Source: an optimization exercise on an open RTL-to-GDS flow (aim: small area, a short achievable clock period and few clock cycles). Production flows keep margins and buffers that such runs may drop. RTL that was checked went through simulation tests only; none was proved equivalent to the original. Function not checked in runs 1 to 3: the RTL went through the layout flow alone. Power and IR drop assume default switching activity.

==> constraint.sdc <==
create_clock -name core_clock -period 5.0 [get_ports {clk_i}]
set_input_delay 1.0000 -clock core_clock [delete_from_list [all_inputs] [get_ports {clk_i}]]
set_output_delay 1.0000 -clock core_clock [all_outputs]
set_load 0.01 [all_outputs]
==> design.v <==
package bfrv_pkg;
  localparam int unsigned MODE_W   = 2;
  localparam int unsigned VALUE_W  = 32;
  localparam int unsigned STATUS_W = 2;
  localparam int unsigned OCC_W    = 5;
  localparam int unsigned LIMIT_W  = 5;
  localparam int unsigned DEPTH_DEF      = 16;
  localparam int unsigned DATA_WIDTH_DEF = 32;
  localparam logic [LIMIT_W-1:0] LIMIT_RESET = 5'd16;
  localparam logic [MODE_W-1:0] MODE_PUSH   = 2'd0;
  localparam logic [MODE_W-1:0] MODE_POP    = 2'd1;
  localparam logic [MODE_W-1:0] MODE_REMOVE = 2'd2;
  localparam logic [STATUS_W-1:0] ST_DONE      = 2'd0;
  localparam logic [STATUS_W-1:0] ST_FULL      = 2'd1;
  localparam logic [STATUS_W-1:0] ST_EMPTY     = 2'd2;
  localparam logic [STATUS_W-1:0] ST_NOT_FOUND = 2'd3;
  typedef struct packed {
    logic [MODE_W-1:0]  mode;
    logic [VALUE_W-1:0] value;
  } req_t;
  typedef struct packed {
    logic [STATUS_W-1:0] status;
    logic [VALUE_W-1:0]  popped_value;
    logic [OCC_W-1:0]    occupancy;
  } rsp_t;
  typedef struct packed {
    logic load;     
    logic shift;    
    logic cmp_en;   
  } cell_ctrl_t;
endpackage
import bfrv_pkg::*;
module bfrv_cell #(
  parameter int unsigned DATA_WIDTH = DATA_WIDTH_DEF
) (
  input  logic                  clk_i,
  input  logic                  shift_i,     
  input  logic [DATA_WIDTH-1:0] prev_i,      
  input  logic [DATA_WIDTH-1:0] cmp_data_i,  
  output logic [DATA_WIDTH-1:0] data_o,
  output logic                  eq_o
);
  logic [DATA_WIDTH-1:0] data_q;
  always_ff @(posedge clk_i) begin
    if (shift_i) begin
      data_q <= prev_i;
    end
  end
  assign data_o = data_q;
  assign eq_o   = (data_q == cmp_data_i);
endmodule
import bfrv_pkg::*;
module bfrv_seek #(
  parameter int unsigned DEPTH = DEPTH_DEF
) (
  input  logic [DEPTH-1:0] req_i,
  output logic [DEPTH-1:0] onehot_o
);
  always_comb begin
    for (int i = 0; i < DEPTH; i++) begin
      onehot_o[i] = req_i[i];
      for (int j = i + 1; j < DEPTH; j++) begin
        onehot_o[i] = onehot_o[i] & ~req_i[j];
      end
    end
  end
endmodule
import bfrv_pkg::*;
module bounded_fifo_with_remove_by_value #(
  parameter int unsigned DEPTH      = DEPTH_DEF,
  parameter int unsigned DATA_WIDTH = DATA_WIDTH_DEF
) (
  input  logic               clk_i,
  input  logic               rst_ni,
  input  logic               cfg_we_i,
  input  logic [LIMIT_W-1:0] cfg_wdata_i,
  input  logic               in_valid_i,
  output logic               in_stall_o,
  input  logic [MODE_W+VALUE_W-1:0]          in_word_i,
  output logic               out_valid_o,
  input  logic               out_stall_i,
  output logic [STATUS_W+VALUE_W+OCC_W-1:0] out_word_o
);
  localparam int unsigned CNT_W = $clog2(DEPTH + 1);
  localparam int unsigned CMP_W = (CNT_W > LIMIT_W) ? CNT_W : LIMIT_W;
  localparam int unsigned RSP_W = STATUS_W + VALUE_W + OCC_W;
  logic [MODE_W-1:0]     mode0;
  logic [DATA_WIDTH-1:0] val0;
  logic                  v1_q;
  logic [MODE_W-1:0]     mode1_q;
  logic [DATA_WIDTH-1:0] val1_q;
  logic [DEPTH-1:0]      m1_q;
  logic                  r1_free;
  logic                  stall_q;
  logic [DEPTH-1:0]      vld_q, vld_d;
  logic [CNT_W-1:0]      cnt_q, cnt_d;
  logic [LIMIT_W-1:0]    limit_q;
  logic                  room_q, room_d;    
  logic                  any_q, any_d;      
  logic [DATA_WIDTH-1:0] cell_data [DEPTH];
  logic [DEPTH-1:0]      cell_eq;
  logic [DEPTH-1:0]      below_full;        
  logic [DEPTH-1:0]      shift_en;
  logic [DEPTH-1:0]      m_next;
  logic                  eq01;
  logic                  fire;
  logic                  is_push, is_pop, is_remove;
  logic                  push_ok, dec;
  logic [DEPTH-1:0]      old_q, old_d;      
  logic [DEPTH-1:0]      next_old;          
  logic [DEPTH-1:0]      hit_oh, hit_vec, clr;
  logic                  found;
  logic                  room_inc, room_dec;
  logic [STATUS_W-1:0]   res_status;
  logic [VALUE_W-1:0]    res_value;
  logic [RSP_W-1:0]      res;
  logic                  ov_q, sv_q, sv_d;
  logic [RSP_W-1:0]      ow_q, sw_q;
  logic                  deliver;
  assign r1_free    = ~stall_q;
  assign in_stall_o = stall_q;
  assign mode0      = in_word_i[MODE_W+VALUE_W-1:VALUE_W];
  assign val0       = DATA_WIDTH'(in_word_i[VALUE_W-1:0]);
  assign eq01       = (val0 == val1_q);
  for (genvar i = 0; i < DEPTH; i++) begin : g_fwd
    if (i == 0) begin : g_first
      assign m_next[i] = shift_en[i] ? eq01 : cell_eq[i];
    end else begin : g_rest
      assign m_next[i] = shift_en[i] ? cell_eq[i-1] : cell_eq[i];
    end
  end
  always_ff @(posedge clk_i or negedge rst_ni) begin
    if (!rst_ni) begin
      v1_q <= 1'b0;
    end else if (r1_free) begin
      v1_q <= in_valid_i;
    end
  end
  always_ff @(posedge clk_i) begin
    if (r1_free) begin
      mode1_q <= mode0;
      val1_q  <= val0;
      m1_q    <= m_next;
    end
  end
  assign fire      = v1_q & ~sv_q;
  assign is_push   = (mode1_q == MODE_PUSH);
  assign is_pop    = (mode1_q == MODE_POP);
  assign is_remove = (mode1_q == MODE_REMOVE);
  assign push_ok   = fire & is_push & room_q;
  always_comb begin
    for (int i = 0; i < DEPTH; i++) begin
      below_full[i] = 1'b1;
      for (int j = 0; j < i; j++) begin
        below_full[i] = below_full[i] & vld_q[j];
      end
    end
  end
  assign shift_en = {DEPTH{push_ok}} & below_full;
  for (genvar i = 0; i < DEPTH; i++) begin : g_cell
    logic [DATA_WIDTH-1:0] prev;
    if (i == 0) begin : g_first
      assign prev = val1_q;
    end else begin : g_rest
      assign prev = cell_data[i-1];
    end
    bfrv_cell #(
      .DATA_WIDTH (DATA_WIDTH)
    ) u_cell (
      .clk_i      (clk_i),
      .shift_i    (shift_en[i]),
      .prev_i     (prev),
      .cmp_data_i (val0),
      .data_o     (cell_data[i]),
      .eq_o       (cell_eq[i])
    );
  end
  bfrv_seek #(.DEPTH(DEPTH)) u_next_old (
    .req_i    (vld_q & ~old_q),
    .onehot_o (next_old)
  );
  always_comb begin
    old_d = old_q;
    if (is_push && room_q) begin
      if (!any_q) begin
        old_d = DEPTH'(1);
      end else begin
        for (int i = 1; i < DEPTH; i++) begin
          old_d[i] = below_full[i] ? old_q[i-1] : old_q[i];
        end
        old_d[0] = 1'b0;
      end
    end else if ((clr & old_q) != '0) begin
      old_d = next_old;
    end
  end
  always_ff @(posedge clk_i or negedge rst_ni) begin
    if (!rst_ni) begin
      old_q <= '0;
    end else if (fire) begin
      old_q <= old_d;
    end
  end
  assign hit_vec = m1_q & vld_q;
  assign found   = |hit_vec;
  bfrv_seek #(.DEPTH(DEPTH)) u_hit (
    .req_i    (hit_vec),
    .onehot_o (hit_oh)
  );
  always_comb begin
    clr = '0;
    if (is_pop)    clr = old_q;
    if (is_remove) clr = hit_oh;
  end
  always_comb begin
    for (int i = 0; i < DEPTH; i++) begin
      if (shift_en[i]) begin
        vld_d[i] = (i == 0) ? 1'b1 : vld_q[(i == 0) ? 0 : i-1];
      end else begin
        vld_d[i] = vld_q[i] & ~clr[i];
      end
    end
  end
  always_comb begin
    res_value = '0;
    for (int i = 0; i < DEPTH; i++) begin
      res_value = res_value | ({VALUE_W{old_q[i]}} & VALUE_W'(cell_data[i]));
    end
    if (!is_pop) res_value = '0;
  end
  assign dec      = (is_pop & any_q) | (is_remove & found);
  assign room_inc = (CNT_W'(cnt_q + CNT_W'(1)) < CNT_W'(DEPTH))
                    & (CMP_W'(cnt_q + CNT_W'(1)) < CMP_W'(limit_q));
  assign room_dec = (CMP_W'(cnt_q) <= CMP_W'(DEPTH)) & (CMP_W'(cnt_q) <= CMP_W'(limit_q));
  always_comb begin
    cnt_d  = cnt_q;
    room_d = room_q;
    any_d  = any_q;
    if (is_push && room_q) begin
      cnt_d  = cnt_q + CNT_W'(1);
      room_d = room_inc;
      any_d  = 1'b1;
    end else if (dec) begin
      cnt_d  = cnt_q - CNT_W'(1);
      room_d = room_dec;
      any_d  = (cnt_q != CNT_W'(1));
    end
  end
  always_comb begin
    res_status = ST_DONE;
    if (is_push && !room_q)      res_status = ST_FULL;
    if (is_pop && !any_q)        res_status = ST_EMPTY;
    if (is_remove && !found)     res_status = ST_NOT_FOUND;
  end
  assign res = {res_status, res_value, OCC_W'(cnt_d)};
  always_ff @(posedge clk_i or negedge rst_ni) begin
    if (!rst_ni) begin
      vld_q <= '0;
      cnt_q <= '0;
      any_q <= 1'b0;
    end else if (fire) begin
      vld_q <= vld_d;
      cnt_q <= cnt_d;
      any_q <= any_d;
    end
  end
  always_ff @(posedge clk_i or negedge rst_ni) begin
    if (!rst_ni) begin
      limit_q <= LIMIT_RESET;
    end else if (cfg_we_i) begin
      limit_q <= cfg_wdata_i;
    end
  end
  always_ff @(posedge clk_i or negedge rst_ni) begin
    if (!rst_ni) begin
      room_q <= 1'b1;
    end else if (cfg_we_i) begin
      room_q <= (cnt_q < CNT_W'(DEPTH)) & (CMP_W'(cnt_q) < CMP_W'(cfg_wdata_i));
    end else if (fire) begin
      room_q <= room_d;
    end
  end
  assign out_valid_o = ov_q;
  assign out_word_o  = ow_q;
  assign deliver     = ov_q & ~out_stall_i;
  always_comb begin
    sv_d = sv_q;
    if (sv_q) begin
      if (deliver) sv_d = 1'b0;
    end else if (fire && ov_q && !deliver) begin
      sv_d = 1'b1;
    end
  end
  always_ff @(posedge clk_i or negedge rst_ni) begin
    if (!rst_ni) begin
      ov_q    <= 1'b0;
      sv_q    <= 1'b0;
      stall_q <= 1'b0;
    end else begin
      sv_q <= sv_d;
      if (!ov_q || deliver) begin
        ov_q <= sv_q | fire;
      end
      stall_q <= sv_d & (r1_free ? in_valid_i : v1_q);
    end
  end
  always_ff @(posedge clk_i) begin
    if (!ov_q || deliver) begin
      ow_q <= sv_q ? sw_q : res;
    end
    if (!sv_q && fire && ov_q && !deliver) begin
      sw_q <= res;
    end
  end
endmodule
==> run.sh <==
#!/bin/bash
# synth_recipe.tcl (not shown) runs the flow's synth.tcl, then flattens the netlist and writes it again
# the make line also repeats each setting of config.mk as NAME=value (left out here)
make -C /OpenROAD-flow-scripts/flow DESIGN_CONFIG=/design/flow/config.mk WORK_HOME=/design/flow/orfs CLKGATE_MAP_FILE= SYNTH_SCRIPT=/design/flow/synth_recipe.tcl finish
==> config.mk <==
export PLATFORM = sky130hd
export DESIGN_NAME = bounded_fifo_with_remove_by_value
export DESIGN_NICKNAME = bounded_fifo_with_remove_by_value
export VERILOG_FILES = /design/flow/design.v
export SDC_FILE = /design/flow/constraint.sdc
export NUM_CORES = 4
export LEC_CHECK = 0
export CAP_MARGIN = 20
export CORE_MARGIN = 2
export CORE_UTILIZATION = 60
export SETUP_SLACK_MARGIN = 2.6
export SLEW_MARGIN = 20
==> run notes, run 1 <==
In the routed layout, each cell is associated on average with a via count of roughly 7.9. The initial antenna violation count is 12. Across the run, the number of max-cap violations was 0. In this run the tool buffered the top-level ports with 84 buffer cells. After Yosys synthesis, XOR and XNOR cells account for between 10% and 20% of the synthesized area.

Grouping stages by cell kind, the critical path spends the most delay in compound AO/OA/AOI/OAI gates. The proportion of synthesized area in mux cells came out at 1.26%. The period utilization is 61.0%. The post-synthesis sequential element count came out at roughly 690. The worst slew slack as a fraction of its limit came out at a little under a third. The die is ~240 um wide. The total number of clock tree sinks came out at 688.

The via count is 26.8k. The total count of hold-check failures in the final report came out at 0. TritonCTS built the clock tree. The class of the most critical setup path is reg2reg. The peak per-stage delay on the critical path came out at 0.58 ns.

The die covers 55900 um2. Hold repair after CTS inserted 0 buffers. Yosys mapped a number of flops with a built-in enable equal to 640. The leakage power of the design is ~14 nW.

Walking the worst path, the cells encountered are a222oi_1 -> nand4_1 -> or4b_4 -> a22o_4 -> a311o_1 -> and3_4 -> mux2_2. Setup slack on the worst reg-to-reg path comes out at just under 2 ns. Internal power comes to about 11 mW. Total power for the finished layout comes to between 15 and 20 mW. For this run, the leading register cell type out of synthesis is sky130_fd_sc_hd__edfxtp_1.

The worst setup path is captured at a register. Combinational logic is responsible for about 28% of the overall power. Entering global routing, the biggest net connects 63 pins.

The CTS buffer count came out at 74. The number of setup violations in the final report came out at 0. The latest clock arrival within the worst-skew pair is between 0.6 and 0.7 ns. The area inside the core boundary came out at roughly 54000 um2. The H-tree generated during clock tree synthesis spans 3 levels.

The residual antenna-violating net count after detailed routing is 0. The global-route total usage across every layer came out at a little over half. The cell chosen for the clock root is sky130_fd_sc_hd__clkbuf_16. The area growth from synthesis to layout is 23.8%.

In the final routed layout, each cell accounts on average for about 45 um. The total overflow left after global routing is 0. The fmax is approximately 330 MHz. The global-route wire length before repair is 200000 um. The distinct cell type count after synthesis is 60. The post-synth design cell area came out at around 32000 um2. At the end of routability-driven placement, the weighted congestion stood at 1.20. The yosys synthesis warning count is 4. The clock arrives with approximately 0.024 ns of skew. The run finished with no timing, DRC or antenna violations. The number of nets at the end of the flow came out at ~2.7k. The minimum setup slack after placement is between 0.9 and 1 ns. The via count of the first global-routing pass is roughly 24k. In this run switching power makes up 35.0% of total power. The largest fanout of any net on the critical path is 5. Summed over all failing endpoints, the final setup total negative slack is 0 ns. The first routing iteration left just under 6k violations.

The part of the total power dissipated in the clock network is a little under a third. The post-synthesis adder-cell area fraction came out at less than 1%. The min-delay analysis places its worst path in the category in2async. The slowest stage of the critical path is the sky130_fd_sc_hd__or4b_4 cell. The relative contribution of sequential cells to total power is between 40% and 50%. The total power divided by cell area is about 430 nW/um2. The sequential fraction of the synthesis area came out at 62.9%. For this run, design rule violations remaining after detail routing come to 0. The number of buffer and inverter stages on the critical path is 0. By area, the combinational part of the netlist is dominated by XOR/XNOR gates. STA classifies the critical path startpoint as a register. The die is about 240 um tall. The net count of the mapped netlist came out at approximately 2.5k.

The wire-length estimate of the detail-placed layout is roughly 100000 um. The most common cell in the synthesized netlist is sky130_fd_sc_hd__edfxtp_1. During I/O placement, the number of pins put on the boundary was 85. The minimum setup slack in the final design came out at between 1.5 and 2 ns.

After detailed routing, the total wire length is 152000 um. The share of the synthesized area in compound gates (AO/OA/AOI/OAI) is under 10%. After synthesis, the most frequently instantiated cells are 640 x sky130_fd_sc_hd__edfxtp_1, 550 x sky130_fd_sc_hd__xnor2_1, 168 x sky130_fd_sc_hd__nand4_1. The endpoint arrival time on the critical path came out at 3.44 ns. The library cell occupying the most area in the post-synthesis netlist is sky130_fd_sc_hd__edfxtp_1. For the pin with the worst max-slew slack, the measured transition is 1.03 ns. The post-route netlist has between 20% and 30% of its cells at a drive strength greater than 1.

No sink is reached through more buffers than the 3 on the longest clock path. The worst-case IR drop observed on VDD is just under 0.0004 V. The synthesized area per cell is between 10 and 15 um2. The number of max-slew violations in the final report is 0. The post-synthesis simple-gate area fraction is roughly 8.0%. The number of detailed-route iterations in the first pass came out at 10. Setup repair after global routing could not meet its margin everywhere. Clock-pin slew was measured on the worst setup and hold paths at roughly 0.06 ns. Yosys attributes the largest share of cell area to sky130_fd_sc_hd__edfxtp_1 59%, sky130_fd_sc_hd__xnor2_1 15%, sky130_fd_sc_hd__dfrtp_1 3.5%, sky130_fd_sc_hd__a22oi_1 3.5%, sky130_fd_sc_hd__nand4_1 3.2%. The share of the synthesized area in the top cell type came out at about three fifths. The minimum period implied by the final worst setup slack is just over 3 ns. Of all flip-flops after synthesis, the portion carrying an async set or reset was ~7%. The initialized floorplan defines 85 standard-cell rows. The required time reported for the critical path endpoint came out at 5.40 ns. For this design the total switching power over the nets is 6.04 mW. The cell count after synthesis came out at ~2.4k. The initial core utilization came out at between 60 and 70%.
-- per-stage QoR --
stage	hold slack [ns]	utilization, %	std cells	instance area [um2]
final	0.458	74.9	3407	40200
after global routing	0.484	74.9	3400	40100
after CTS	0.465	71.8	3328	38500
after detailed placement	0.458	64.1	3111	34300
after global placement	0.453	64.1	3111	34400
after floorplan	0.449	-	2406	32800
-- placed cells by master (no fill, tap or decap), drive strengths merged, types with 16 or more instances in the layout --
cell type    count
a21oi           31
a221oi          57
a22o            58
a22oi          152
a31oi           25
and3            20
buf            248
clkbuf         101
clkinv          36
dfrtp           46
dlygate4sd2     42
edfxtp         640
ha              17
inv             25
mux2            24
nand2           96
nand2b          16
nand3           36
nand4          168
nor2            66
nor2b           18
nor4            38
o21ai           46
o31ai           21
xnor2          550
-- routing by layer --
| metal | up-vias | share of wire, % | GRT usage, % |
|---|---|---|---|
| met5 | - | 0.22 | 1.04 |
| met2 | 3319 | 39 | 72.0 |
| met4 | 24 | 11 | 36.5 |
| met1 | 12700 | 31 | 66.2 |
| met3 | 1031 | 19 | 25.1 |
| li1 | 9742 | - | - |
-- kinds of logic (layout without fill, tap and decap cells) --
kind of cell,Yosys count,after routing
DFF,688,688
AOI/OAI and AO/OA,432,432
and+or+nand+nor,483,484
xor gates and xnor gates,553,553
adders and majority gates,17,17
other,0,7
muxes,38,38
buffers and inverters,195,492
-- power groups by stage --
stage / sequential (mW) / clock, mW / combinational (mW)
floorplan: 6.91 / 0 / 2.22
CTS: 7.06 / 5.27 / 4.04
detailed placement: 7.23 / 0 / 3.62
finish: 7.14 / 5.34 / 4.76
global route: 7.12 / 5.50 / 4.71
global placement: 7.22 / 0 / 3.55
-- final cells by class --
class / instances / area (um2)
Antenna cell: 7 / 17.5
Clock buffer: 90 / 1930
Clock inverter: 45 / 349
Fill cell: 3268 / 13500
Inverter: 28 / 148
Multi-Input combinational cell: 1524 / 13100
Sequential cell: 688 / 20500
Tap cell: 696 / 871
Timing Repair Buffer: 325 / 3290
Timing Repair inverter: 4 / 31.3
-- worst paths after layout --
| check | cells after the start | endpoint | startpoint |
|---|---|---|---|
| worst min register to register | 0 | g_cell[0].u_cell.data_q[15] | val1_q[15] |
| min in group core_clock | 0 | g_cell[0].u_cell.data_q[15] | val1_q[15] |
| worst max-delay path | 7 | ow_q[4] | m1_q[5] |
| max in group asynchronous | 2 | old_q[3] | rst_ni |
| worst max register to register | 7 | ow_q[4] | m1_q[5] |
| worst min-delay path | 2 | limit_q[1] | rst_ni |
-- state kept, by name, indices dropped and copies added, names as in the netlist, 2 cells and up --
register and count:
old_q 16, sw_q 39, vld_q 16, m1_q 16, mode1_q 2, g_cell.u_cell.data_q 512
limit_q 5, ow_q 39, cnt_q 5, val1_q 32
-- timing repair --
| action | 4_1_cts | 5_1_grt |
|---|---|---|
| hold endpoints to repair | 0 | 0 |
| gates resized for setup | 308 | 201 |
| buffers inserted | 74 | 63 |
| cloned | 8 | 9 |
| pin swaps | 47 | 53 |
| setup endpoints to repair | 652 | 210 |
==> run 2, diff against run 1 <==
--- a/config.mk
+++ b/config.mk
@@ -9,4 +9,5 @@
 export CORE_MARGIN = 2
-export CORE_UTILIZATION = 60
+export CORE_UTILIZATION = 40
 export SETUP_SLACK_MARGIN = 2.6
 export SLEW_MARGIN = 20
+export TNS_END_PERCENT = 0
==> run notes, run 2 <==
The flow ran to the end and the layout has no timing, DRC or antenna violations. The proportion of synthesized area in mux cells is 1.26% (unchanged). The net count of the mapped netlist is 2467 (unchanged). The synthesized instance count is 2406 (unchanged). The count of routing violations after the opening detailed-route iteration came out at 4146 (-30%). The worst slew slack as a fraction of its limit came out at 21.2% (-9.6 points). The endpoint arrival time on the critical path came out at 3.48 ns (+0.04 ns).

In this design, the critical path's most frequently occurring cell is sky130_fd_sc_hd__buf_4. In the post-synthesis netlist, the cell with the most instances is sky130_fd_sc_hd__edfxtp_1. The largest voltage drop on the vdd net is 0.000324 V (-17%). The maximum number of pins on one net before global-route repair is 63 (unchanged). The max-cap check violation count came out at 0 (unchanged). The number of detailed-route iterations in the first pass is 8 (-2). The clock-pin transition on the worst setup and hold timing paths is 0.06 ns (about the same).

The share of the synthesized area in the top cell type came to 59.2% (unchanged). Traced cell by cell, the critical path runs through dlygate4sd2_1 -> buf_4 -> xnor2_1 -> nand4_1 -> nor4_4 -> buf_4 -> nand2_1 -> mux2i_1. The total count of hold-check failures in the final report came out at 0 (unchanged). The number of flip-flops under the largest register name came to 512 (unchanged). The tightest min-delay check is of the reg2reg type. In the layout the commonest cells are 640 x sky130_fd_sc_hd__edfxtp_1, 521 x sky130_fd_sc_hd__xnor2_1, 168 x sky130_fd_sc_hd__nand4_1. The H-tree depth is 3 (unchanged).

The per-cell via count in the routed design is 6.64 (-16%). From synthesis to final layout, the design area changed by 18.4%. The sequential fraction of the synthesis area came out at 62.9% (unchanged). The minimum hold slack is 0.473 ns (+0.0155 ns). The number of I/O port buffers is 84 (unchanged). The vertical die dimension was 289 um (+22%).

The boundary pin count was 85 (unchanged). The commonest cells after synthesis are 640 x sky130_fd_sc_hd__edfxtp_1, 550 x sky130_fd_sc_hd__xnor2_1, 168 x sky130_fd_sc_hd__nand4_1. The routed wirelength normalized by instance count was 42.3 um (-5.3%). The most frequent standard cell in the layout excluding fill and tap cells is sky130_fd_sc_hd__edfxtp_1. The required time reported for the critical path endpoint came out at 5.47 ns (+0.07 ns).

The latest clock arrival within the worst-skew pair is 0.64 ns (-0.02 ns). The number of flops mapped to enable cells by yosys came to 640 (unchanged). The via count came out at 24.5k (-8.7%). Summed over all instances, the cell type with the most area after synthesis is sky130_fd_sc_hd__edfxtp_1. The main combinational cell family by area after synthesis is XOR/XNOR gates. The synthesized area per cell came out at 13.5 um2 (unchanged). The parity-gate share of the synthesized area counting xor and xnor cells is 14.9% (unchanged).

The residual DRC count came out at 0 (unchanged). The yosys synthesis warning count is 4 (unchanged). The distinct cell type count after synthesis is 60 (unchanged). The area of the die came out at 83400 um2 (+49%). The proportion of register bits with asynchronous set or reset after synthesis came out at 6.98% (unchanged). The clock tree from TritonCTS is yes.

The cell chosen for the clock root is sky130_fd_sc_hd__clkbuf_16. The total global routing overflow came out at 0 (unchanged). Setup repair after global routing could not meet its margin everywhere. The global-route total usage across every layer is 37.3% (-15 points).

The via count of the first global-routing pass is 23.2k (-3.9%). The number of buffer and inverter stages on the critical path was 3 (+3). The total cell area at the placement stage came out at 35100 um2 (+2.3%). STA classifies the critical path startpoint as a primary input.

The initial core utilization came to 40.3% (-20 points). The number of setup violations in the final report is 0 (unchanged). The number of nets at the end of the flow was 2623 (-3.1%).

The largest individual stage delay along the critical path comes from the cell sky130_fd_sc_hd__dlygate4sd2_1. The largest registers in the layout are g_cell.u_cell.data_q (512), ow_q (39), sw_q (39). The post-synthesis sequential element count is 688 (unchanged).

For this run, the leading register cell type out of synthesis is sky130_fd_sc_hd__edfxtp_1. The post-synthesis simple-gate area fraction came out at 8.03% (unchanged). The cell family contributing the most delay on the critical path is buffers and inverters.

The residual antenna-violating net count after detailed routing came to 0 (unchanged). The die width came out at 289 um (+22%). The class of the most critical setup path is in2reg. The estimated wirelength of the detail-placed design came out at 112000 um (+12%). The post-synth design cell area came to 32400 um2 (unchanged). By area the synthesized netlist is led by sky130_fd_sc_hd__edfxtp_1 59%, sky130_fd_sc_hd__xnor2_1 15%, sky130_fd_sc_hd__dfrtp_1 3.5%, sky130_fd_sc_hd__a22oi_1 3.5%, sky130_fd_sc_hd__nand4_1 3.2%. The fmax came out at 332 MHz (+1.2%).

The total number of clock tree sinks is 688 (unchanged). The worst setup path is captured at a register. The share of the synthesized area in compound gates (AO/OA/AOI/OAI) came out at 9.89% (unchanged). The actual slew at the worst max-slew pin came out at 1.18 ns (+0.151 ns).

The period utilization came out at 60.2% (-0.74 points). The leakage power of the design is 12.4 nW (-8.9%). The post-synthesis adder-cell area fraction is 0.656% (unchanged). The total wirelength of the detailed-routed design came to 156000 um (+2.6%). The largest fanout of any net on the critical path came out at 12 (+7).

The post-layout total power is 17.3 mW (+0.22%). The post-layout instance area is 38400 um2 (-4.3%). The final sum of negative setup slack was 0 ns (unchanged). The largest clock skew in the final design is 0.0212 ns (-0.00241 ns).

The fraction of final layout cells with drive strength greater than 1 was 15.4% (-7.9 points). The number of placed instances with taps included came to 3515 (+13%). The peak per-stage delay on the critical path came out at 0.55 ns (-0.03 ns).

The number of max-slew violations in the final report came out at 0 (unchanged). The CTS buffer count was 78 (+5.4%). The area inside the core boundary came out at 80400 um2 (+50%). The initial antenna violation count was 11 (-1). The maximum root-to-sink buffer count came out at 3 (unchanged).

The register with the highest flop count is g_cell.u_cell.data_q. The final cell count without fillers came to 3688 (+8.2%). The number of cell rows came out at 104 (+22%). The total power divided by cell area came to 450 nW/um2 (+4.8%). The global-route wire length before repair came out at 208000 um (+4.1%). The minimum period implied by the final worst setup slack is 3.01 ns (-0.0370 ns).

The final weighted congestion of routability-driven global placement is 1.14 (-5.5%).
[run 2: cell counts after synthesis]
Identical to the previous run, type by type.
[run 2: metal layers]
metal,global-route usage (%),share of wire (%),vias up
met5,0.114,0.061,-
met1,49.9,38,12500
met4,20.7,7.1,14
li1,-,-,9530
met2,55.2,43,2034
met3,9.90,12,452
[run 2: report_power, final]
group          switching, mW  internal (mW)  total [mW]
Clock                   2.52           3.42        5.95
Sequential             0.639           6.63        7.27
Combinational           2.67           1.40        4.07
Total                   5.83           11.5        17.3
[run 2: cells by family after synthesis]
family | count (synthesis)
adder cells (fa/ha/maj) | 17
flip-flops | 688
multiplexers | 38
XOR/XNOR | 553
AO/OA/AOI/OAI | 432
AND/OR/NAND/NOR | 483
buffers and inverters | 195
[run 2: worst reg2reg max path, delay by kind of cell (launching register included)]
family             cells  cell delay [ns]
AOI/OAI and AO/OA      3             1.04
DFF                    1             0.47
muxes                  1             0.26
and+or+nand+nor        3             0.96
[run 2: stage by stage]
stage	setup slack [ns]	utilization, %
global route	1.98	47.8
detailed placement	0.614	43.7
finish	1.99	47.8
global placement	0.646	43.7
floorplan	1.30	-
CTS	2.13	47.7
[run 2: layout make-up]
type / count / area, um2
sequential: 688 / 20500
inverter: 28 / 136
antenna: 3 / 7.51
clock buffer: 97 / 2110
multi-input combinational: 1523 / 11800
clock inverter: 46 / 472
tap: 1060 / 1330
timing repair buffer: 243 / 2150
fill: 7160 / 42000
[run 2: what timing repair did]
action                     4_1_cts  5_1_grt
pin swaps                       11        3
setup endpoints to repair      630      574
gates cloned                     0        0
hold buffers                     0        0
buffers inserted                27        0
gates resized for setup        100       11
[run 2: path summary, 6_finish.rpt]
kind	start	to	slack [ns]	cells after the start
setup / recovery	in_word_i[17]	m1_q[7]	1.99	8
hold / removal	val1_q[4]	g_cell[0].u_cell.data_q[4]	0.47	0
setup reg to reg	m1_q[5]	ow_q[4]	2.03	7
hold reg to reg	val1_q[4]	g_cell[0].u_cell.data_q[4]	0.47	0
max in group asynchronous	rst_ni	old_q[10]	3.95	2
min in group asynchronous	rst_ni	limit_q[3]	0.49	2
==> run 3, diff against run 2 <==
--- a/design.v
+++ b/design.v
@@ -110,2 +110,3 @@
   logic [DEPTH-1:0]      next_old;          
+  logic                  old_clr;
   logic [DEPTH-1:0]      hit_oh, hit_vec, clr;
@@ -181,2 +182,3 @@
   );
+  assign old_clr = (is_pop & any_q) | (is_remove & ((m1_q & old_q) != '0));
   always_comb begin
@@ -192,3 +194,3 @@
       end
-    end else if ((clr & old_q) != '0) begin
+    end else if (old_clr) begin
       old_d = next_old;
@@ -273,2 +275,11 @@
   end
+  logic room_next;
+  always_comb begin
+    room_next = room_q;
+    if (cfg_we_i) begin
+      room_next = (cnt_q < CNT_W'(DEPTH)) & (CMP_W'(cnt_q) < CMP_W'(cfg_wdata_i));
+    end else if (fire) begin
+      room_next = room_d;
+    end
+  end
   always_ff @(posedge clk_i or negedge rst_ni) begin
@@ -276,6 +287,4 @@
       room_q <= 1'b1;
-    end else if (cfg_we_i) begin
-      room_q <= (cnt_q < CNT_W'(DEPTH)) & (CMP_W'(cnt_q) < CMP_W'(cfg_wdata_i));
-    end else if (fire) begin
-      room_q <= room_d;
+    end else begin
+      room_q <= room_next;
     end
==> flow/run.sh (new file) <==
#!/bin/bash
set -euo pipefail
export BUFFER_PORTS_ARGS="-buffer_cell sky130_fd_sc_hd__buf_2"
bash standard.sh > standard_flow.log 2>&1
==> standard.sh (new file) <==
#!/bin/bash
# synth_recipe.tcl (not shown) runs the flow's synth.tcl, then flattens the netlist and writes it again
# the make line also repeats each setting of config.mk as NAME=value (left out here)
make -C /OpenROAD-flow-scripts/flow DESIGN_CONFIG=/design/flow/config.mk WORK_HOME=/design/flow/orfs CLKGATE_MAP_FILE= SYNTH_SCRIPT=/design/flow/synth_recipe.tcl "${@:-finish}"
--- a/config.mk
+++ b/config.mk
@@ -10,3 +10,6 @@
 export CORE_UTILIZATION = 40
-export SETUP_SLACK_MARGIN = 2.6
+export CTS_CLUSTER_DIAMETER = 80
+export CTS_CLUSTER_SIZE = 22
+export PLACE_DENSITY = 0.8
+export SETUP_SLACK_MARGIN = 3.0
 export SLEW_MARGIN = 20
removed: run.sh
==> run notes, run 3 <==
The actual slew at the worst max-slew pin is 0.838 ns (-0.344 ns). The leakage power of the design is 11.6 nW (-6.7%). The yosys synthesis warning count is 4 (unchanged). Broken down by cell family, the worst path's largest delay share belongs to simple AND/OR/NAND/NOR gates.

By count the netlist is led by 640 x sky130_fd_sc_hd__edfxtp_1, 526 x sky130_fd_sc_hd__xnor2_1, 135 x sky130_fd_sc_hd__nand4_1. In the synthesized netlist the dominant register cell turns out to be sky130_fd_sc_hd__edfxtp_1. The area of the die is 83200 um2 (-0.24%). TritonCTS built the clock tree. The largest fanout of any net on the critical path is 18 (+6). The fraction of final layout cells with drive strength greater than 1 came out at 16.6% (+1.2 points).

The library cell occupying the most area in the post-synthesis netlist is sky130_fd_sc_hd__edfxtp_1. The distinct cell type count after synthesis came to 52 (-13%). The total wirelength of the detailed-routed design came out at 141000 um (-9.7%). The global-route total usage across every layer is 33.0% (-4.3 points).

The cell chosen for the clock root is sky130_fd_sc_hd__clkbuf_16. The maximum number of pins on one net before global-route repair is 49 (-22%). The global-route wire length before repair is 188000 um (-10%). The residual DRC count is 0 (unchanged). g_cell.u_cell.data_q holds more flip-flops than any other register. The CTS buffer count is 39 (-50%). The total power divided by cell area came to 407 nW/um2 (-9.5%). The maximum root-to-sink buffer count came to 3 (unchanged). The via count of the first global-routing pass is 21.9k (-5.6%).

The required time reported for the critical path endpoint is 5.44 ns (-0.03 ns). The library cell used most frequently in the layout, excluding fill and tap cells, is sky130_fd_sc_hd__edfxtp_1. The estimated wirelength of the detail-placed design is 96700 um (-14%). The residual antenna-violating net count after detailed routing is 0 (unchanged).

Sorting the synthesized cells by area gives the leading types as sky130_fd_sc_hd__edfxtp_1 59%, sky130_fd_sc_hd__xnor2_1 14%, sky130_fd_sc_hd__dfrtp_1 3.6%, sky130_fd_sc_hd__a22o_1 2.8%, sky130_fd_sc_hd__a221oi_1 2.7%. The area growth from synthesis to layout is 13.3%. The period utilization came to 51.0% (-9.2 points). The routed wirelength normalized by instance count came out at 40.5 um (-4.3%). The number of max-slew violations in the final report came out at 0 (unchanged). The endpoint arrival time on the critical path is 2.99 ns (-0.49 ns). The largest registers in the layout are g_cell.u_cell.data_q (512), ow_q (39), sw_q (39). The final weighted congestion of routability-driven global placement is 1.12 (-1.1%). The number of nets at the end of the flow came out at 2457 (-6.3%). The H-tree depth is 2 (-1).

In the post-synthesis netlist, the cell with the most instances is sky130_fd_sc_hd__edfxtp_1. Setup repair after global routing could not meet its margin everywhere. The sequential fraction of the synthesis area came out at 63.1% (+0.15 points). Traced cell by cell, the critical path runs through buf_4 -> xnor2_1 -> nand4_1 -> nor4_4 -> nand2_1 -> o21ai_1. The max-cap check violation count was 0 (unchanged). STA classifies the critical path endpoint as a register. The area inside the core boundary is 80300 um2 (-0.16%). By startpoint and endpoint, the worst setup path is classified as in2reg.

The share of the synthesized area in the top cell type came to 59.4% (+0.14 points). The largest voltage drop on the vdd net came out at 0.000334 V (+3.1%). The run finished with no timing, DRC or antenna violations. The via count is 24.3k (-0.62%). The minimum period implied by the final worst setup slack is 2.55 ns (-0.460 ns).

The number of flip-flops under the largest register name came out at 512 (unchanged). The synthesized area per cell came to 13.9 um2 (+3.3%). In the layout the commonest cells are 640 x sky130_fd_sc_hd__edfxtp_1, 497 x sky130_fd_sc_hd__xnor2_1, 135 x sky130_fd_sc_hd__nand4_1. The largest clock skew in the final design is 0.0466 ns (+0.0254 ns). The minimum setup slack in the final design is 2.45 ns (+0.460 ns). The number of buffer and inverter stages on the critical path came out at 1 (-2). The fmax came out at 392 MHz (+18%). The initial core utilization is 40.3% (about the same). The peak per-stage delay on the critical path came to 0.52 ns (-0.03 ns). The final core utilization is 45.7% (-2.1 points).

The number of flops mapped to enable cells by yosys came to 640 (unchanged). The count of routing violations after the opening detailed-route iteration is 5400 (+30%). The final sum of negative setup slack is 0 ns (unchanged). The number of detailed-route iterations in the first pass is 6 (-2). The cell with the largest stage delay on the worst path is sky130_fd_sc_hd__nor4_4.

The boundary pin count came out at 85 (unchanged). The number of I/O port buffers is 84 (unchanged). The number of cell rows came out at 104 (unchanged). The latest clock arrival within the worst-skew pair came to 0.63 ns (about the same). The total global routing overflow is 0 (unchanged).

The minimum hold slack was 0.459 ns (-0.0146 ns). The die width was 288 um (-0.12%). STA classifies the critical path startpoint as a primary input.

The minimum setup slack after placement is 1.24 ns (+0.624 ns). The vertical die dimension came out at 288 um (-0.12%). The clock-pin transition on the worst setup and hold timing paths came to 0.10 ns (+0.04 ns). The per-cell via count in the routed design came out at 6.99 (+5.3%). The number of setup violations in the final report came out at 0 (unchanged). The worst slew slack as a fraction of its limit was 43.7% (+23 points).

The net count of the mapped netlist is 2385 (-3.3%). The post-synth design cell area was 32400 um2 (-0.24%). The synthesized instance count is 2324 (-3.4%). The proportion of register bits with asynchronous set or reset after synthesis came out at 6.98% (unchanged).

The initial antenna violation count is 10 (-1). The post-synthesis sequential element count came out at 688 (unchanged). In this run the worst hold path is classified as reg2reg. The total count of hold-check failures in the final report came out at 0 (unchanged). The total number of clock tree sinks came out at 688 (unchanged).
## run 3: cell types whose count changed in the layout (fill, tap and decap cells not counted), sizes merged, moves of 21 or more
| cell | delta |
|---|---|
| clkbuf | -40 |
| a22o | +44 |
| a221oi | +43 |
| and3 | +21 |
| nor2 | -41 |
| a31oi | +29 |
| nand2 | -25 |
| nand4 | -33 |
| xor2 | +24 |
| xnor2 | -24 |
| a22oi | -77 |
| clkdlybuf4s50 | -58 |
## run 3: routing by layer
metal	global-route usage, %	up-vias	share of wire, %
met1	42.3	11900	34
met4	19.5	12	8.4
met3	13.8	637	17
met5	0	-	0.11
li1	-	9101	-
met2	46.6	2723	40
## run 3: path summary, 6_finish.rpt
kind | from | end | slack (ns) | cells after the start
setup / recovery | in_word_i[30] | m1_q[0] | 2.45 | 6
hold / removal | val1_q[5] | g_cell[0].u_cell.data_q[5] | 0.46 | 0
setup reg to reg | old_q[7] | ow_q[19] | 2.51 | 5
hold reg to reg | val1_q[5] | g_cell[0].u_cell.data_q[5] | 0.46 | 0
max in group asynchronous | rst_ni | old_q[6] | 3.98 | 2
min in group asynchronous | rst_ni | v1_q | 0.48 | 2
## run 3: cell type report
cell class | instances | area, um2
Fill cell | 6973 | 43600
Clock inverter | 10 | 98.8
Inverter | 24 | 128
Antenna cell | 9 | 22.5
Timing Repair Buffer | 182 | 1640
Clock buffer | 48 | 1050
Sequential cell | 688 | 20500
Timing Repair inverter | 2 | 16.3
Tap cell | 1060 | 1330
Multi-Input combinational cell | 1459 | 11900
## run 3: timing repair
action | in CTS | in global routing
pin swaps | 5 | 12
gates resized for setup | 117 | 83
endpoints found under the setup margin | 724 | 668
setup buffers | 22 | 25
hold buffers | 0 | 0
gates cloned | 5 | 2
## run 3: cells by family (layout without fill, tap and decap cells)
kind of cell	count (synthesis)	after routing	synth area share (%)
and+or+nand+nor	384	388	6.72
adders and majority gates	17	17	0.657
other	0	9	0
buffers and inverters	181	266	2.29
DFF	688	688	63.1
xor gates and xnor gates	553	553	15.0
muxes	57	57	1.93
AOI/OAI and AO/OA	444	444	10.3
## run 3: power breakdown
| group | internal, mW | switching (mW) | leakage [nW] | total (mW) |
|---|---|---|---|---|
| sequential | 6.61 | 0.444 | 6.47 | 7.05 |
| clock | 1.53 | 2.01 | 0.561 | 3.54 |
| combinational | 1.47 | 2.86 | 4.54 | 4.33 |
| total | 9.61 | 5.32 | 11.6 | 14.9 |
## run 3: worst reg2reg max path, delay by kind of cell, from the launching register on
kind | cells | cell delay [ns]
mux | 1 | 0.28
compound gates | 2 | 0.65
simple gates | 1 | 0.22
buf+inv | 1 | 0.38
flops | 1 | 0.83
## run 3: metrics by stage
stage | cell area [um2] | cells | total power [mW]
finish | 36700 | 3482 | 14.9
global route | 36700 | 3474 | 15.1
CTS | 36000 | 3446 | 14.4
detailed placement | 34000 | 3361 | 10.9
global placement | 34000 | 3360 | 10.9
floorplan | 32500 | 2324 | 9.18
==> run 4, diff against run 3 <==
--- a/design.v
+++ b/design.v
@@ -94,2 +94,3 @@
   logic                  stall_q;
+  logic                  pr_q;         
   logic [DEPTH-1:0]      vld_q, vld_d;
@@ -150,3 +151,3 @@
   assign is_remove = (mode1_q == MODE_REMOVE);
-  assign push_ok   = fire & is_push & room_q;
+  assign push_ok   = pr_q & ~sv_q;
   always_comb begin
@@ -287,4 +288,8 @@
       room_q <= 1'b1;
+      pr_q   <= 1'b0;
     end else begin
       room_q <= room_next;
+      if (r1_free) begin
+        pr_q <= in_valid_i & (mode0 == MODE_PUSH) & room_next;
+      end
     end
==> run notes, run 4 <==
The flow ran to the end and the layout has no timing, DRC or antenna violations. The commonest cells after synthesis are 640 x sky130_fd_sc_hd__edfxtp_1, 501 x sky130_fd_sc_hd__xnor2_1, 132 x sky130_fd_sc_hd__nand4_1. The number of setup violations in the final report is 0 (unchanged). The number of buffer and inverter stages on the critical path is 1 (unchanged). The number of cell rows came out at 104 (unchanged).

The via count of the first global-routing pass came out at 22.2k (+1.5%). The share of the synthesized area in the top cell type came to 59.0% (-0.42 points). The count of hold buffers inserted by post-cts repair is 0 (unchanged).

The worst setup path is captured at a register. The sequential fraction of the synthesis area is 62.7% (-0.37 points). The global-route wire length before repair is 194000 um (+3.4%). The distinct cell type count after synthesis is 73 (+40%). The yosys synthesis warning count is 4 (unchanged). The synthesized instance count is 2343 (+0.82%).

The worst setup path is of the in2reg kind. The cell with the largest stage delay on the worst path is sky130_fd_sc_hd__xnor2_1. The initial antenna violation count came out at 7 (-3).

The relative contribution of sequential cells to total power is 45.4% (-1.8 points). The number of max-slew violations in the final report came to 0 (unchanged). The design internal power is 9.89 mW (+2.9%).

The most frequent standard cell in the layout excluding fill and tap cells is sky130_fd_sc_hd__edfxtp_1. The total cell area at the placement stage is 34200 um2 (+0.64%). Traced cell by cell, the critical path runs through buf_4 -> xnor2_1 -> nand4_1 -> nor4_1 -> nand2_1 -> mux2i_1.

The register with the highest flop count is g_cell.u_cell.data_q. The residual antenna-violating net count after detailed routing was 0 (unchanged). The boundary pin count is 85 (unchanged). The share of power burned in combinational logic is 31.3% (+2.3 points).

TritonCTS built the clock tree. The part of the total power dissipated in the clock network was 23.3% (-0.4 points). The largest voltage drop on the vdd net came out at 0.000304 V (-8.9%). The minimum period implied by the final worst setup slack came out at 2.42 ns (-0.130 ns).

The post-layout instance area is 36700 um2 (about the same). The total power divided by cell area came out at 424 nW/um2 (+4.2%). The H-tree depth was 2 (unchanged). The total global routing overflow came out at 0 (unchanged).

The net switching power came out at 5.67 mW (+6.6%). The cell family contributing the most delay on the critical path is simple AND/OR/NAND/NOR gates. The initial core utilization is 40.5% (+0.16 points). The fraction of final layout cells with drive strength greater than 1 was 17.2% (+0.62 points).

The die width is 289 um (+0.35%). The area added between synthesis and finish is 12.5%. The required time reported for the critical path endpoint is 5.46 ns (+0.02 ns).

The post-synthesis sequential element count is 689 (+0.15%). The tree is rooted in a sky130_fd_sc_hd__clkbuf_16. The number of nets at the end of the flow came out at 2480 (+0.94%). The area inside the core boundary is 80500 um2 (+0.32%).

The maximum number of pins on one net before global-route repair is 50 (+2.0%). The residual DRC count came to 0 (unchanged). The post-synth design cell area is 32600 um2 (+0.71%). The peak per-stage delay on the critical path is 0.51 ns (about the same). The worst slew slack as a fraction of its limit came out at 26.3% (-17 points).

The total count of hold-check failures in the final report is 0 (unchanged). The per-cell via count in the routed design is 6.91 (-1.1%). The number of placed instances with taps included is 3386 (+0.74%). The global-route total usage across every layer is 34.1% (+1.1 points).

The total number of clock tree sinks came out at 689 (+0.15%). The largest registers in the layout are g_cell.u_cell.data_q (512), ow_q (39), sw_q (39). The max-cap check violation count was 0 (unchanged). The count of routing violations after the opening detailed-route iteration is 5138 (-4.9%). The fmax came out at 413 MHz (+5.4%). The period utilization is 48.4% (-2.6 points). The minimum hold slack came out at 0.475 ns (+0.0168 ns). The library cell occupying the most area in the post-synthesis netlist is sky130_fd_sc_hd__edfxtp_1. The proportion of register bits with asynchronous set or reset after synthesis is 7.11% (+0.14 points). The final sum of negative setup slack is 0 ns (unchanged). The routed wirelength normalized by instance count was 41.4 um (+2.1%). The final weighted congestion of routability-driven global placement is 1.13 (+0.95%). The largest fanout of any net on the critical path is 18 (unchanged). The CTS buffer count came out at 40 (+2.6%). The met3 global-route usage is 12.4% (-1.3 points). The worst hold path class is reg2reg. The area of the die came out at 83800 um2 (+0.70%). The latest clock arrival within the worst-skew pair came out at 0.62 ns (about the same). The top cell types in the final layout, fill and taps aside, are 640 x sky130_fd_sc_hd__edfxtp_1, 465 x sky130_fd_sc_hd__xnor2_1, 132 x sky130_fd_sc_hd__nand4_1. The largest clock skew in the final design is 0.0285 ns (-0.0180 ns). The met1 usage is 45.2% (+3.0 points). The number of I/O port buffers is 84 (unchanged). The global routing met2 resource utilization came out at 48.8% (+2.2 points). The final cell count without fillers is 3499 (+0.49%). The vertical die dimension came out at 289 um (+0.35%). Among all flip-flop cells after synthesis, the most frequent one is sky130_fd_sc_hd__edfxtp_1.

The via count is 24.2k (-0.57%). sky130_fd_sc_hd__edfxtp_1 is the most common cell in the netlist. The number of detailed-route iterations in the first pass was 11 (+5). Yosys attributes the largest share of cell area to sky130_fd_sc_hd__edfxtp_1 59%, sky130_fd_sc_hd__xnor2_1 13%, sky130_fd_sc_hd__dfrtp_1 3.6%, sky130_fd_sc_hd__a221oi_1 2.7%, sky130_fd_sc_hd__a22o_1 2.7%. The worst setup path is launched from a primary input.

The most heavily used metal layer in global routing is met2. The actual slew at the worst max-slew pin came out at 1.11 ns (+0.268 ns). The number of flip-flops under the largest register name is 512 (unchanged). The leakage power of the design is 11.7 nW (+1.1%). Setup repair after global routing could not meet its margin everywhere. The synthesized area per cell came out at 13.9 um2 (-0.11%). The fraction of power spent switching nets came to 36.4% (+0.81 points). The number of flops mapped to enable cells by yosys was 640 (unchanged). The net count of the mapped netlist came out at 2404 (+0.80%). The clock-pin transition on the worst setup and hold timing paths was 0.10 ns (about the same). The maximum root-to-sink buffer count is 3 (unchanged). The final core utilization was 45.5% (-0.15 points). The estimated wirelength of the detail-placed design is 101000 um (+4.7%).

The endpoint arrival time on the critical path is 2.88 ns (-0.11 ns). The total wirelength of the detailed-routed design was 145000 um (+2.6%).
-- run 4: metal layers --
layer  share of wire (%)  vias up
met3                  16      530
met4                 7.2       10
li1                    -     9210
met5               0.048        -
met2                  41     2522
met1                  35    11900
-- run 4: logic make-up (layout without fill, tap and decap cells) --
logic type,count (synthesis),after routing,synth area share (%)
buffers and inverters,186,277,2.43
AND/OR/NAND/NOR,406,408,7.07
XOR/XNOR,554,554,14.9
flip-flops,689,689,62.7
AO/OA/AOI/OAI,435,435,10.3
adder cells (fa/ha/maj),17,17,0.653
multiplexers,56,56,1.89
other,0,3,0
-- run 4: final timing paths --
kind                                    start                          end  slack, ns  cells past startpoint
worst max-delay path            in_word_i[17]                     m1_q[10]       2.58                      6
worst max register to register      old_q[12]                     ow_q[34]       2.61                      5
max in group asynchronous              rst_ni                    old_q[14]       3.95                      2
worst min-delay path               val1_q[14]  g_cell[0].u_cell.data_q[14]       0.48                      0
min in group asynchronous              rst_ni                   limit_q[2]       0.50                      2
worst min register to register     val1_q[14]  g_cell[0].u_cell.data_q[14]       0.48                      0
-- run 4: metrics by stage --
| step | setup slack (ns) | power, mW |
|---|---|---|
| final | 2.58 | 15.6 |
| after global routing | 2.57 | 15.7 |
| after CTS | 2.73 | 15.2 |
| after detailed placement | 1.58 | 11.3 |
| after global placement | 1.54 | 11.3 |
| after floorplan | 1.87 | 9.45 |
-- run 4: final cells by class --
| type | instances | area (um2) |
|---|---|---|
| fill | 7055 | 43900 |
| sequential | 689 | 20500 |
| multi-input combinational | 1470 | 12000 |
| timing repair buffer | 192 | 1570 |
| tap | 1060 | 1330 |
| clock buffer | 46 | 1050 |
| clock inverter | 13 | 143 |
| inverter | 25 | 116 |
| timing repair inverter | 1 | 7.51 |
| antenna | 3 | 7.51 |
-- run 4: power groups by stage --
stage	Combinational (mW)	Sequential [mW]	Clock (mW)
finish	4.87	7.06	3.63
global route	4.87	7.08	3.79
CTS	4.57	7.03	3.62
detailed placement	4.01	7.32	0
global placement	3.99	7.32	0
floorplan	2.50	6.95	0
-- run 4: timing repair --
action | CTS | global route
gates cloned | 3 | 0
pin swaps | 8 | 8
setup endpoints to repair | 718 | 619
setup buffers | 42 | 6
gates resized for setup | 143 | 16
Testbench counts of run 4, summed over its fixed seeds: cycles 12,016.
==> run 5, diff against run 4 <==
--- a/config.mk
+++ b/config.mk
@@ -12,2 +12,3 @@
 export CTS_CLUSTER_SIZE = 22
+export GPL_TIMING_DRIVEN = 0
 export PLACE_DENSITY = 0.8
==> run notes, run 5 <==
The run finished with no timing, DRC or antenna violations. The cell with the largest stage delay on the worst path is sky130_fd_sc_hd__a31oi_1. The distinct cell type count after synthesis is 73 (unchanged). The number of detailed-route iterations in the first pass came out at 6 (-5).

The total power divided by cell area came out at 441 nW/um2 (+4.0%). The number of max-slew violations in the final report came to 0 (unchanged). The number of flip-flops under the largest register name is 512 (unchanged). The yosys synthesis warning count is 4 (unchanged).

The worst setup path is launched from a register. The via count is 24.9k (+2.8%). The max-cap check violation count came out at 0 (unchanged). The vertical die dimension is 289 um (unchanged).

In the final layout, the registers with the most flip-flops are g_cell.u_cell.data_q (512), ow_q (39), sw_q (39). The final weighted congestion of routability-driven global placement came out at 1.09 (-3.8%). The number of cell rows is 104 (unchanged). The global-route total usage across every layer came to 40.8% (+6.7 points).

The fmax came out at 360 MHz (-13%). The maximum root-to-sink buffer count is 3 (unchanged). The residual antenna-violating net count after detailed routing came to 0 (unchanged).

The worst register-to-register path begins at old_q[7]. The synthesized area per cell came out at 13.9 um2 (unchanged). The synthesized instance count came to 2343 (unchanged). The fraction of final layout cells with drive strength greater than 1 came out at 22.5% (+5.2 points).

The minimum period implied by the final worst setup slack is 2.78 ns (+0.356 ns). The area added between synthesis and finish came out at 18.8%. The global-route wire length before repair came out at 222000 um (+14%).

g_cell.u_cell.data_q holds more flip-flops than any other register. The area of the die is 83800 um2 (unchanged). The total wirelength of the detailed-routed design is 172000 um (+19%).

The largest voltage drop on the vdd net came to 0.000610 V (+100%). The net count of the mapped netlist is 2404 (unchanged). The initial core utilization came out at 40.5% (unchanged). The number of flops mapped to enable cells by yosys came out at 640 (unchanged).

The largest clock skew in the final design is 0.0375 ns (+0.00891 ns). The cell chosen for the clock root is sky130_fd_sc_hd__clkbuf_16. The library cell with the highest instance count after synthesis is sky130_fd_sc_hd__edfxtp_1. The fill cell total of the finished layout came out at 7017 (-0.54%). Traced cell by cell, the critical path runs through clkbuf_4 -> buf_4 -> buf_4 -> a221oi_1 -> a31oi_1 -> mux2_2. The total count of hold-check failures in the final report came out at 0 (unchanged).

The post-layout instance area is 38700 um2 (+5.6%). Setup repair after global routing could not meet its margin everywhere. The worst setup path is captured at a register. TritonCTS built the clock tree.

The most repeated library cell on the critical path is sky130_fd_sc_hd__buf_4. The most used flip-flop cell after synthesis is sky130_fd_sc_hd__edfxtp_1. The die width came out at 289 um (unchanged).

The maximum number of pins on one net before global-route repair is 50 (unchanged). The initial antenna violation count is 19 (+12). The post-synth design cell area came to 32600 um2 (unchanged). The library cell occupying the most area in the post-synthesis netlist is sky130_fd_sc_hd__edfxtp_1.

The sequential fraction of the synthesis area came to 62.7% (unchanged). The leakage power of the design came out at 12.9 nW (+10%). The endpoint arrival time on the critical path is 3.26 ns (+0.38 ns).

The area inside the core boundary is 80500 um2 (unchanged). The routed wirelength normalized by instance count came to 47.5 um (+15%). The largest fanout of any net on the critical path is 10 (-8). The peak per-stage delay on the critical path came out at 0.56 ns (+0.05 ns). The number of setup violations in the final report was 0 (unchanged). The worst slew slack as a fraction of its limit is 31.3% (+5.1 points). The actual slew at the worst max-slew pin is 1.03 ns (-0.0758 ns).

The minimum hold slack is 0.433 ns (-0.0422 ns). The total number of clock tree sinks was 689 (unchanged). In the layout the commonest cells are 640 x sky130_fd_sc_hd__edfxtp_1, 400 x sky130_fd_sc_hd__xnor2_1, 132 x sky130_fd_sc_hd__nand4_1.

The sequential cell area came to 20400 um2 (-0.17%). By count the netlist is led by 640 x sky130_fd_sc_hd__edfxtp_1, 501 x sky130_fd_sc_hd__xnor2_1, 132 x sky130_fd_sc_hd__nand4_1. The number of nets at the end of the flow came out at 2597 (+4.7%). The number of I/O port buffers is 84 (unchanged).

The post-synthesis sequential element count is 689 (unchanged). The path class of the tightest hold or removal check is in2async. The residual DRC count came out at 0 (unchanged).

The via count of the first global-routing pass is 23.0k (+3.6%). The latest clock arrival within the worst-skew pair was 0.63 ns (about the same). The count of routing violations after the opening detailed-route iteration was 4583 (-11%). The boundary pin count came out at 85 (unchanged). The share of the synthesized area in the top cell type is 59.0% (unchanged). The class of the most critical setup path is reg2reg. The per-cell via count in the routed design is 6.87 (-0.64%).

The H-tree depth is 2 (unchanged). The required time reported for the critical path endpoint is 5.48 ns (+0.02 ns). The proportion of register bits with asynchronous set or reset after synthesis is 7.11% (unchanged). The clock-pin transition on the worst setup and hold timing paths is 0.09 ns (about the same). The estimated wirelength of the detail-placed design was 128000 um (+27%). Leaving out fill and tap cells, the most frequent cell in the layout is sky130_fd_sc_hd__edfxtp_1. The area used by multi-input combinational logic came out at 12800 um2 (+6.9%). The period utilization came to 55.5% (+7.1 points). The total global routing overflow came out at 0 (unchanged). The total cell area at the placement stage is 35200 um2 (+2.7%). Yosys attributes the largest share of cell area to sky130_fd_sc_hd__edfxtp_1 59%, sky130_fd_sc_hd__xnor2_1 13%, sky130_fd_sc_hd__dfrtp_1 3.6%, sky130_fd_sc_hd__a221oi_1 2.7%, sky130_fd_sc_hd__a22o_1 2.7%. The CTS buffer count came out at 43 (+7.5%). The worst setup path startpoint is old_q[7].
run 5: cell types whose count changed in the layout (fill, tap and decap cells not counted), moves of 8 or more:
| cell | delta |
|---|---|
| sky130_fd_sc_hd__buf_2 | +42 |
| sky130_fd_sc_hd__buf_12 | +10 |
| sky130_fd_sc_hd__nor4_1 | -13 |
| sky130_fd_sc_hd__xnor2_1 | -65 |
| sky130_fd_sc_hd__clkbuf_2 | +33 |
| sky130_fd_sc_hd__buf_16 | +8 |
| sky130_fd_sc_hd__dfrtp_2 | -12 |
| sky130_fd_sc_hd__nor4_4 | +9 |
| sky130_fd_sc_hd__xnor2_4 | +20 |
| sky130_fd_sc_hd__clkbuf_4 | +26 |
| sky130_fd_sc_hd__dfrtp_1 | +17 |
| sky130_fd_sc_hd__clkbuf_1 | +15 |
| sky130_fd_sc_hd__buf_4 | -40 |
| sky130_fd_sc_hd__xnor2_2 | +45 |
run 5: report_power, final:
group          internal (mW)  switching [mW]
clock                   1.85            2.17
sequential              6.65           0.203
combinational           1.68            4.52
run 5: routing by layer:
metal | GRT usage (%) | vias up | wire (um)
met3 | 13.8 | 579 | 22600
met2 | 58.3 | 2210 | 71100
li1 | - | 9477 | -
met4 | 25.5 | 24 | 14000
met5 | 0 | - | 310
met1 | 53.3 | 12600 | 64100
run 5: logic make-up (layout without fill, tap and decap cells):
group,Yosys count,after routing,synth area share [%]
compound gates,435,435,10.3
xor+xnor,554,554,14.9
fa+ha+maj,17,17,0.653
buf+inv,186,402,2.43
flops,689,689,62.7
mux,56,56,1.89
other cells,0,2,0
simple gates,406,407,7.07
run 5: repair_timing:
item,in CTS,in global routing
setup buffers,18,9
hold buffers,0,0
pin swaps,36,10
cloned,2,0
gates resized for setup,328,25
endpoints found under the setup margin,727,586
run 5: final cells by class:
type                       instances  area share (%)
inverter                          25           0.307
buffer                           161            3.21
timing repair buffer             147            3.56
clock inverter                    20           0.672
sequential                       689            52.8
antenna                            2          0.0129
tap                             1060            3.43
clock buffer                      49            2.95
multi-input combinational       1469            33.0
run 5: critical path, delay by kind of cell, from the launching register on:
family	cells	cell delay, ns
mux	1	0.26
flops	1	0.34
compound gates	2	0.74
buf+inv	3	1.29
run 5: through the flow:
stage	power [mW]	instances	TNS [ns]	util (%)	worst slack (ns)
2_1_floorplan	9.45	2343	0	-	1.87
3_3_place_gp	12.4	3487	-258.58	42.8	-1.85
3_5_place_dp	12.5	3522	0	43.7	0.742
4_1_cts	16.6	3611	0	47.8	2.48
5_1_grt	17.1	3620	0	48.1	2.35
6_report	17.1	3622	0	48.1	2.22
run 5: final timing paths:
kind | to | slack, ns | cells past startpoint
setup / recovery | ow_q[16] | 2.22 | 6
hold / removal | cnt_q[4] | 0.43 | 1
setup reg to reg | ow_q[16] | 2.22 | 6
hold reg to reg | g_cell[0].u_cell.data_q[12] | 0.48 | 0
max in group asynchronous | vld_q[8] | 4.07 | 1
min in group core_clock | g_cell[0].u_cell.data_q[12] | 0.48 | 0
==> run 6, diff against run 5 <==
--- a/config.mk
+++ b/config.mk
@@ -12,4 +12,3 @@
 export CTS_CLUSTER_SIZE = 22
-export GPL_TIMING_DRIVEN = 0
-export PLACE_DENSITY = 0.8
+export PLACE_DENSITY = 0.7
 export SETUP_SLACK_MARGIN = 3.0
==> run notes, run 6 <==
The peak per-stage delay on the critical path was 0.54 ns (-0.02 ns). The minimum setup slack after placement is 1.32 ns (+0.573 ns). The total global routing overflow is 0 (unchanged). The via count is 24.1k (-3.2%). The required time reported for the critical path endpoint came to 5.48 ns (about the same).

The final sum of negative setup slack is 0 ns (unchanged). The worst hold path terminates at g_cell[0].u_cell.data_q[20]. The minimum setup slack in the final design came out at 2.46 ns (+0.239 ns).

The clock-pin transition on the worst setup and hold timing paths came to 0.10 ns (about the same). The yosys synthesis warning count was 4 (unchanged). The startpoint identified for the worst hold timing path is val1_q[20].

The area added between synthesis and finish is 12.5%. The maximum root-to-sink buffer count was 3 (unchanged). The boundary pin count came to 85 (unchanged). In the final layout, the registers with the most flip-flops are g_cell.u_cell.data_q (512), ow_q (39), sw_q (39). The minimum period implied by the final worst setup slack came out at 2.54 ns (-0.239 ns). The period utilization was 50.8% (-4.8 points).

The residual antenna-violating net count after detailed routing is 0 (unchanged). The initial core utilization is 40.5% (unchanged). STA classifies the critical path startpoint as a primary input.

The total power divided by cell area came out at 430 nW/um2 (-2.5%). The CTS buffer count is 42 (-2.3%). The worst hold path class is reg2reg. The routed wirelength normalized by instance count came out at 42.8 um (-9.9%). The synthesized instance count is 2343 (unchanged). The via count of the first global-routing pass is 22.3k (-3.1%). The fmax was 394 MHz (+9.4%).

The latest clock arrival within the worst-skew pair came out at 0.63 ns (about the same). The largest fanout of any net on the critical path was 18 (+8). The global routing met2 resource utilization was 50.0% (-8.3 points). Leaving out fill and tap cells, the most frequent cells in the layout are 640 x sky130_fd_sc_hd__edfxtp_1, 479 x sky130_fd_sc_hd__xnor2_1, 132 x sky130_fd_sc_hd__nand4_1. The total cell area at the placement stage came out at 34200 um2 (-2.8%). The minimum hold slack came out at 0.474 ns (+0.0408 ns).

The number of setup violations in the final report is 0 (unchanged). The post-layout total power is 15.8 mW (-7.6%). The fill cell total of the finished layout is 7068 (+0.73%). The startpoint identified for the worst register-to-register timing path is old_q[3]. The vertical die dimension came out at 289 um (unchanged).

The cell sitting at the root of the clock tree is a sky130_fd_sc_hd__clkbuf_16. The synthesized area per cell was 13.9 um2 (unchanged). The worst setup slack for register-to-register paths was 2.47 ns (+0.25 ns).

The per-cell via count in the routed design was 6.90 (+0.52%). The met1 usage came out at 47.7% (-5.6 points). The share of the synthesized area in the top cell type came to 59.0% (unchanged). The area inside the core boundary is 80500 um2 (unchanged). The global-route wire length before repair was 200000 um (-10%).

The library cell used most frequently in the layout, excluding fill and tap cells, is sky130_fd_sc_hd__edfxtp_1. Walking the worst path, the cells encountered are buf_4 -> xnor2_1 -> nand4_1 -> nor4_1 -> nand2_1 -> mux2i_1. The die width was 289 um (unchanged).

The post-synthesis sequential element count is 689 (unchanged). The global-route total usage across every layer is 35.4% (-5.4 points). The terminus of the critical flop-to-flop path is ow_q[28].

The post-layout instance area came to 36700 um2 (-5.2%). The initial antenna violation count is 12 (-7). The maximum number of pins on one net before global-route repair came out at 50 (unchanged). The net count of the mapped netlist came out at 2404 (unchanged).

The max-cap check violation count came out at 0 (unchanged). The leakage power of the design was 11.6 nW (-10%). The number of nets at the end of the flow was 2466 (-5.0%). The distinct cell type count after synthesis was 73 (unchanged). The actual slew at the worst max-slew pin came out at 1.09 ns (+0.0606 ns). The global routing stage identified its most utilized layer as met2. sky130_fd_sc_hd__edfxtp_1 is the most common cell in the netlist. The total wirelength of the detailed-routed design came to 149000 um (-13%).

The library cell occupying the most area in the post-synthesis netlist is sky130_fd_sc_hd__edfxtp_1. The count of routing violations after the opening detailed-route iteration is 4724 (+3.1%). The class of the most critical setup path is in2reg. The post-synth design cell area is 32600 um2 (unchanged).

The path depth of the worst reg2reg path is 5 (-1). The run finished with no timing, DRC or antenna violations. The endpoint arrival time on the critical path came to 3.02 ns (-0.24 ns). The largest clock skew in the final design came out at 0.0455 ns (+0.00807 ns).

The sequential fraction of the synthesis area is 62.7% (unchanged). The estimated wirelength of the detail-placed design came out at 103000 um (-20%). STA classifies the critical path endpoint as a register. The H-tree depth came out at 2 (unchanged). By count the netlist is led by 640 x sky130_fd_sc_hd__edfxtp_1, 501 x sky130_fd_sc_hd__xnor2_1, 132 x sky130_fd_sc_hd__nand4_1. Setup repair after global routing could not meet its margin everywhere. The largest voltage drop on the vdd net came out at 0.000277 V (-55%). The area of the die is 83800 um2 (unchanged). The final weighted congestion of routability-driven global placement came out at 1.12 (+2.6%). The worst hold path passes through 0 cells.

TritonCTS built the clock tree. The count of hold buffers inserted by post-cts repair came to 0 (unchanged). The register with the highest flop count is g_cell.u_cell.data_q. The worst slew slack as a fraction of its limit came to 27.3% (-4.0 points).

The number of flops mapped to enable cells by yosys is 640 (unchanged). The number of max-slew violations in the final report is 0 (unchanged). The number of I/O port buffers is 84 (unchanged). The number of cell rows was 104 (unchanged). The total number of clock tree sinks came out at 689 (unchanged). The slowest stage of the critical path is the sky130_fd_sc_hd__nor4_1 cell. For this run, the leading register cell type out of synthesis is sky130_fd_sc_hd__edfxtp_1. By area the synthesized netlist is led by sky130_fd_sc_hd__edfxtp_1 59%, sky130_fd_sc_hd__xnor2_1 13%, sky130_fd_sc_hd__dfrtp_1 3.6%, sky130_fd_sc_hd__a221oi_1 2.7%, sky130_fd_sc_hd__a22o_1 2.7%. The number of detailed-route iterations in the first pass is 6 (unchanged). The total count of hold-check failures in the final report came out at 0 (unchanged). The met3 global-route usage was 12.4% (-1.4 points). The proportion of register bits with asynchronous set or reset after synthesis came out at 7.11% (unchanged).

The residual DRC count is 0 (unchanged). The number of flip-flops under the largest register name is 512 (unchanged). The fraction of final layout cells with drive strength greater than 1 came out at 16.7% (-5.8 points).
-- run 6: layout make-up --
cell class / count / area (um2) / share of cell area (%)
diodes: 4 / 10.0 / 0.0273
clock buffers: 46 / 1090 / 2.96
clock inverters: 17 / 179 / 0.488
inverters: 25 / 140 / 0.382
multi-input cells: 1472 / 12000 / 32.6
flip-flops and latches: 689 / 20500 / 55.9
well taps: 1060 / 1330 / 3.62
repair buffers: 175 / 1480 / 4.03
-- run 6: worst max path at each step --
| stage | startpoint | endpoint | cells after the start |
|---|---|---|---|
| after CTS | m1_q[11] | ow_q[4] | 7 |
| after floorplan | vld_q[2] | g_cell[10].u_cell.data_q[0] | 4 |
| after global placement | in_word_i[0] | m1_q[0] | 6 |
| final | in_word_i[14] | m1_q[13] | 6 |
| after global routing | m1_q[11] | ow_q[0] | 7 |
| after detailed placement | in_word_i[0] | m1_q[0] | 6 |
-- run 6: power by group --
part	switching (mW)	leakage, nW	internal, mW
logic	3.12	4.50	1.62
registers	0.627	6.50	6.67
clock network	2.11	0.613	1.62
-- run 6: critical path: cells and delay by family --
family                 cells  cell delay, ns
buffers and inverters      1            0.21
multiplexers               1            0.20
XOR/XNOR                   1            0.33
AND/OR/NAND/NOR            3            1.26
-- run 6: cells by family (layout without fill, tap and decap cells) --
group | Yosys count | after routing | synth area share (%)
compound gates | 435 | 435 | 10.3
xor+xnor | 554 | 554 | 14.9
fa+ha+maj | 17 | 17 | 0.653
buf+inv | 186 | 263 | 2.43
flops | 689 | 689 | 62.7
mux | 56 | 56 | 1.89
other cells | 0 | 4 | 0
simple gates | 406 | 410 | 7.07
-- run 6: what timing repair did --
item | CTS | global route
gates resized for setup | 148 | 15
gates cloned | 5 | 0
setup buffers | 34 | 3
setup endpoints to repair | 688 | 670
pin swaps | 9 | 4
hold endpoints to repair | 0 | 0
-- run 6: routing by layer --
metal / routed length (um) / vias to the layer above
met4: 10900 / 12
met2: 60800 / 2338
li1: - / 9169
met1: 55300 / 12000
met5: 80 / -
met3: 22200 / 514
-- run 6: stage by stage --
step,instances,util [%]
2_1_floorplan,2343,-
3_3_place_gp,3377,42.4
3_5_place_dp,3379,42.5
4_1_cts,3481,45.4
5_1_grt,3485,45.5
6_report,3488,45.5

-- port drivers added, routing unchanged --
How much do the figures lean on ideal ports? The routed layouts below were timed once more, with nothing changed but the port constraints.
Step 1, drivers: a clkbuf_16 drives clk_i and a buf_2 each remaining input, both assumed.
Step 2, shift: input delay + t, output delay - t, t = (earliest + latest rising clock arrival at the registers) / 2. This alone moves slack from input paths to output paths.
Three values: no drivers, after step 1, after step 2; two values: the first two.
run | t, ns | setup WS [ns]
run 1 | 0.712 | 1.952 / 1.952 / 1.804
run 2 | 0.703 | 1.989 / 2.029 / 1.336
run 3 | 0.685 | 2.449 / 2.495 / 1.810
run 4 | 0.669 | 2.580 / 2.608 / 1.947
run 5 | 0.683 | 2.223 / 2.223 / 1.617
run 6 | 0.674 | 2.462 / 2.468 / 1.821
After both steps setup and hold are still met in every run listed.
